Context: an optimization exercise on an open-source flow, tuned for small area, a short achievable clock period and few clock cycles per item. The choices shown serve that exercise and are no tape-out recipe.
In this exercise RTL edits were held to simulation tests only and were not proved equivalent to the original.

File: config.mk
export PLATFORM = sky130hd
export DESIGN_NAME = mc_alu
export DESIGN_NICKNAME = mc_alu
export VERILOG_FILES = /design/flow/design.v
export SDC_FILE = /design/flow/constraint.sdc
export NUM_CORES = 4
export LEC_CHECK = 0
export CAP_MARGIN = 20
export CORE_MARGIN = 2
export CORE_UTILIZATION = 40
export SLEW_MARGIN = 20
File: run.sh
#!/bin/bash
# synth_recipe.tcl (not shown) runs the flow's synth.tcl, then flattens the netlist and writes it again
# the make line also repeats each setting of config.mk as NAME=value (left out here)
make -C /OpenROAD-flow-scripts/flow DESIGN_CONFIG=/design/flow/config.mk WORK_HOME=/design/flow/orfs CLKGATE_MAP_FILE= SYNTH_SCRIPT=/design/flow/synth_recipe.tcl finish
File: design.v
package alu_pkg;
  localparam logic [3:0] OP_PASSB = 4'b0000;
  localparam logic [3:0] OP_ADD   = 4'b0010;
  localparam logic [3:0] OP_SUB   = 4'b0011;
  localparam logic [3:0] OP_AND   = 4'b0100;
  localparam logic [3:0] OP_OR    = 4'b0101;
  localparam logic [3:0] OP_XOR   = 4'b0110;
  localparam logic [3:0] OP_MUL   = 4'b1000;
  localparam logic [3:0] OP_LSL   = 4'b1001;
  localparam logic [3:0] OP_LSR   = 4'b1010;
endpackage
module alu_iter_mul (
  input  logic [63:0] acc,
  input  logic [63:0] m,
  input  logic [7:0]  d,
  output logic [71:0] sum
);
  logic [71:0] pp [8];
  always_comb
    for (int j = 0; j < 8; j++)
      pp[j] = {8'd0, m & {64{d[j]}}} << j;
  function automatic logic [143:0] csa(input logic [71:0] x, input logic [71:0] y,
                                       input logic [71:0] z);
    logic [71:0] s, c;
    s = x ^ y ^ z;
    c = ((x & y) | (x & z) | (y & z)) << 1;
    csa = {s, c};
  endfunction
  logic [71:0] s1, c1, s2, c2, s3, c3, s4, c4, s5, c5, s6, c6, s7, c7;
  always_comb begin
    {s1, c1} = csa({8'd0, acc}, pp[0], pp[1]);
    {s2, c2} = csa(pp[2], pp[3], pp[4]);
    {s3, c3} = csa(pp[5], pp[6], pp[7]);
    {s4, c4} = csa(s1, c1, s2);
    {s5, c5} = csa(c2, s3, c3);
    {s6, c6} = csa(s4, c4, s5);
    {s7, c7} = csa(s6, c6, c5);
    sum = s7 + c7;
  end
endmodule
module mc_alu (
  input  logic        clk,
  input  logic        reset_n,
  input  logic        in_valid,
  output logic        in_ready,
  input  logic [3:0]  op,
  input  logic [63:0] a,
  input  logic [63:0] b,
  input  logic        flush,
  output logic        out_valid,
  input  logic        out_ready,
  output logic [63:0] result,
  output logic        zero,
  output logic        negative,
  output logic        overflow,
  output logic        carry_out
);
  logic [3:0]  cnt_q;         
  logic        out_valid_q;
  logic [63:0] res_q;         
  logic [63:0] hi_q;          
  logic [63:0] mcand_q;       
  logic        ovf_q, cry_q;
  logic        accept, is_mul, busy;
  logic [63:0] core_res;
  logic        core_ovf, core_cry;
  logic [71:0] step;
  logic        sub;
  logic [63:0] bx;
  logic [64:0] sum;
  logic [63:0] sh_in, sh_out;
  logic [5:0]  shamt;
  always_comb begin
    sub   = (op == alu_pkg::OP_SUB);
    bx    = b ^ {64{sub}};
    sum   = {1'b0, a} + {1'b0, bx} + {64'd0, sub};
    shamt = b[5:0];
    for (int i = 0; i < 64; i++)
      sh_in[i] = (op == alu_pkg::OP_LSL) ? a[63-i] : a[i];
    sh_out = sh_in >> shamt;
    core_res = '0;
    core_ovf = 1'b0;
    core_cry = 1'b0;
    case (op)
      alu_pkg::OP_PASSB, alu_pkg::OP_MUL: core_res = b;
      alu_pkg::OP_ADD, alu_pkg::OP_SUB: begin
        core_res = sum[63:0];
        core_cry = sum[64];
        core_ovf = (a[63] == bx[63]) && (sum[63] != a[63]);
      end
      alu_pkg::OP_AND:  core_res = a & b;
      alu_pkg::OP_OR:   core_res = a | b;
      alu_pkg::OP_XOR:  core_res = a ^ b;
      alu_pkg::OP_LSL:
        for (int i = 0; i < 64; i++) core_res[i] = sh_out[63-i];
      alu_pkg::OP_LSR:  core_res = sh_out;
      default:          core_res = '0;
    endcase
  end
  alu_iter_mul u_step (
    .acc (hi_q),
    .m   (mcand_q),
    .d   (res_q[7:0]),
    .sum (step)
  );
  assign busy     = (cnt_q != 4'd0);
  assign in_ready = !busy && (!out_valid_q || out_ready);
  assign accept   = in_valid && in_ready && !flush;
  assign is_mul   = (op == alu_pkg::OP_MUL);
  always_ff @(posedge clk or negedge reset_n) begin
    if (!reset_n) begin
      cnt_q       <= 4'd0;
      out_valid_q <= 1'b0;
    end else if (flush) begin
      cnt_q       <= 4'd0;
      out_valid_q <= 1'b0;
    end else if (accept) begin
      cnt_q       <= is_mul ? 4'd8 : 4'd0;
      out_valid_q <= !is_mul;
    end else if (busy) begin
      cnt_q       <= cnt_q - 4'd1;
      out_valid_q <= (cnt_q == 4'd1);
    end else begin
      out_valid_q <= out_valid_q && !out_ready;
    end
  end
  always_ff @(posedge clk) begin
    if (accept) begin
      res_q   <= core_res;
      hi_q    <= '0;
      mcand_q <= a;
      ovf_q   <= core_ovf;
      cry_q   <= core_cry;
    end else if (busy) begin
      res_q   <= {step[7:0], res_q[63:8]};
      hi_q    <= step[71:8];
    end
  end
  assign out_valid = out_valid_q;
  assign result    = res_q;
  assign zero      = (res_q == 64'd0);
  assign negative  = res_q[63];
  assign overflow  = ovf_q;
  assign carry_out = cry_q | (|hi_q);
endmodule
File: constraint.sdc
create_clock -name core_clock -period 8.0 [get_ports {clk}]
set_input_delay 1.6000 -clock core_clock [delete_from_list [all_inputs] [get_ports {clk}]]
set_output_delay 1.6000 -clock core_clock [all_outputs]
set_load 0.01 [all_outputs]
==> results.yml <==
synthesis:
  synth_commonest_cells: "inv_1, and2_1, fa_1, nand2_1, ha_1"
  ys_ff_latch: 199
  synth_area_sq_um: 39200
  ys_types: 87
  synth_top_flop_cell: "edfxtp_1"
  yosys.area.top_type: "fa_1"
  async_flop_share: 0.0251
  synthMostInstantiatedCell: "inv_1"
  synth-edff-count: 130
  ys_seq_area_frac: 0.136
  netlist_top_cells_area: "fa_1, edfxtp_1, ha_1, and2_1, inv_1"
  syn-num-nets: 5365
  yosysTopAreaCellShare: 0.224
  synth_area_per_cell_sq_um: 8.69
  synth_warnings: 3
  synthCells: 4510
sta:
  rsz0062_at_grt: "no"
  tightest_slew_ns: 1.24
  setup_tns_ns: 0
  finalCriticalPeriod_ns: 7.06
  slew_headroom: 0.169
  setup_viol: 0
  hold_ws_ns: 0.513
  fmax_mhz: 142
  slew_violations: 0
  finClkSkew_ns: 0.0221
  fin_crit_sh: 0.883
  hold_violations: 0
grt:
  met1_usage: 0.419
  antenna_found_initial: 6
  top_usage_layer: "met2"
  grt_start_max_net_pins: 68
  gr-usage-met2: 0.511
  use_met3: 0.0533
  grt_pass1_vias: 35600
  overflow: 0
  grt.total_usage: 0.325
  grt_pass1_wl_um: 239000
floorplanning:
  rows: 114
  die_x_um: 317
  die_area_sq_um: 100000
  start_util: 0.405
  core-area_sq_um: 96900
  ios: 207
  die_y_um: 317
routing:
  drt_iter0_drc: 3962
  dr.pass1.iters: 24
  wire_per_inst_um: 27.8
  vias: 35800
  via_per_inst: 6.13
  wl_um: 162000
  drcViolationCount: 0
  ant_nets: 0
clock_network:
  cts_buffers: 17
  cts.clk_slew.worst_paths_ns: 0.09
  tritoncts: "built"
  cts_root_buf: "clkbuf_16"
  htreeDepth: 4
  cts_hold_buf: 0
  insertion_delay_ns: 0.54
  cts_setup_buffers: 0
  cts_resized: 0
  clock_path_buffers: 2
  cts.sinks: 199
critical_path:
  crit_fanout: 20
  reg2regPathDepth: 19
  critPathLaunchType: "flop"
  crit_cells: 19
  crit_slowest_cell: "edfxtp_1"
  path_buf_inv: 3
  r2r_start: "res_q[6]$_DFFE_PP_"
  endpoint_kind: "flop"
  crit_end: "hi_q[58]$_SDFFE_PP0N_"
  arrival_ns: 7.49
  crit_top_cell: "fa_1"
  critical-path-max-stage-delay_ns: 1.05
  cp_data_required_time_ns: 8.42
  reg2reg_to: "hi_q[58]$_SDFFE_PP0N_"
  path_cells: "buf_4, and2_1, fa_1, fa_1, inv_1, fa_1, fa_1, inv_1, ha_1, o21ai_0, o21ai_0, o221ai_1, o32ai_1, o31ai_1, a2111oi_0, a211oi_1, a21oi_1, or3_1, a32o_1"
  reg2reg_slack_ns: 0.94
  critPathKind: "reg2reg"
  crit_start: "res_q[6]$_DFFE_PP_"
  crit_family: "compound AO/OA/AOI/OAI gates"
placement:
  placed_cells: 5806
  postPlaceCellArea_sq_um: 42400
  io_buffers: 206
  hpwl_um: 128000
  finalWeightedCongestion: 1.05
worst_hold_path:
  hold_class: "reg2reg"
layout:
  fin_nets: 5404
  area_growth_pct: 9.75
  finish.instance_area_sq_um: 43000
  final_layout_size_suffix_gt1_frac: 0.0552
  instances_no_fill: 5841
  fillers: 9596
run_status:
  outcome: "complete, no violations"
flow_run:
  maxCapViolations: 0
==> layer usage <==
| layer | share of wire | vias to the layer above |
|---|---|---|
| li1 | - | 15600 |
| met1 | 0.40 | 17900 |
| met2 | 0.45 | 1851 |
| met3 | 0.078 | 417 |
| met4 | 0.072 | 4 |
| met5 | 0.00016 | - |
==> through the flow <==
step / util / worst slack, ns
after floorplan: - / 2.10
after global placement: 0.438 / 1.06
after detailed placement: 0.438 / 0.997
after CTS: 0.444 / 0.952
after global routing: 0.444 / 0.543
final: 0.444 / 0.936
==> final cells by class <==
cell class                      instances  area [sq um]  area share
Clock buffer                           19           433      0.0101
Timing Repair Buffer                  288          2670      0.0620
Tap cell                             1276          1600      0.0371
Inverter                              568          2130      0.0496
Sequential cell                       199          5310       0.123
Clock inverter                         13           135     0.00314
Multi-Input combinational cell       3475         30700       0.714
Antenna cell                            3          7.51    0.000175
==> worst min-delay path by stage <==
stage                                from               endpoint  slack [ns]  cells after the start
floorplan            hi_q[0]$_SDFFE_PP0N_   hi_q[0]$_SDFFE_PP0N_        0.45                      2
global placement    hi_q[38]$_SDFFE_PP0N_  hi_q[38]$_SDFFE_PP0N_        0.50                      2
detailed placement  hi_q[38]$_SDFFE_PP0N_  hi_q[38]$_SDFFE_PP0N_        0.51                      2
CTS                 hi_q[38]$_SDFFE_PP0N_  hi_q[38]$_SDFFE_PP0N_        0.52                      2
global route        hi_q[55]$_SDFFE_PP0N_  hi_q[55]$_SDFFE_PP0N_        0.54                      2
finish              hi_q[38]$_SDFFE_PP0N_  hi_q[38]$_SDFFE_PP0N_        0.51                      2
==> state kept, by name, indices dropped and copies added, names as in the netlist <==
register     count
hi_q            64
ovf_q            1
mcand_q         64
cnt_q            4
res_q           64
cry_q            1
out_valid_q      1
==> worst min-delay path: stages, from the launching register on <==
cell and delay [ns]:
dfxtp_1 0.35, nand2_1 0.06, o21ai_0 0.06
==> layout by cell type, fill, tap and decap left out, types with 82 or more instances in the layout <==
cell type and count:
a21o_1 103, a21oi_1 254, a22oi_1 86, and2_1 512, clkdlybuf4s50_1 201, edfxtp_1 130
fa_1 439, ha_1 279, inv_1 560, mux2i_1 86, mux4_2 82, nand2_1 392
nor2_1 165, o21ai_0 200, xnor2_1 119
==> kinds of logic (layout without fill, tap and decap cells) <==
logic type / Yosys count / count (layout) / share of synthesized area
simple gates: 1344 / 1344 / 0.177
compound gates: 1055 / 1055 / 0.179
buf+inv: 836 / 888 / 0.0817
fa+ha+maj: 718 / 718 / 0.313
flops: 199 / 199 / 0.136
mux: 186 / 186 / 0.0743
xor+xnor: 172 / 172 / 0.0384
other cells: 0 / 3 / 0
Testbench counts, summed over its fixed seeds: cycles 6,792, items 3,200.

-- what the ideal ports hide --
In the flow no input, the clock included, has a driving cell. The finished layout below was timed again as built, in two steps. Step 1: set_driving_cell puts a clkbuf_16 on clk and a buf_2 on each other input, an assumption about the parent block. Step 2 adds t to the input delays and takes it off the output delays; t is the mean of the earliest and latest rising clock arrival at the registers after step 1. Input paths then give back, and output paths get back, about the clock's delay inside the block. Slacks: ideal / step 1 / step 2; pairs: ideal / step 1.
t, ns: 0.597
setup slack, ns: 0.936 / 0.936 / 0.936
worst data-port slew with drivers (ns): 0.07
After both steps setup and hold are still met in this run. For this run, drivers alone change the setup slack by 0.000 ns; drivers and shift together by 0.000 ns.
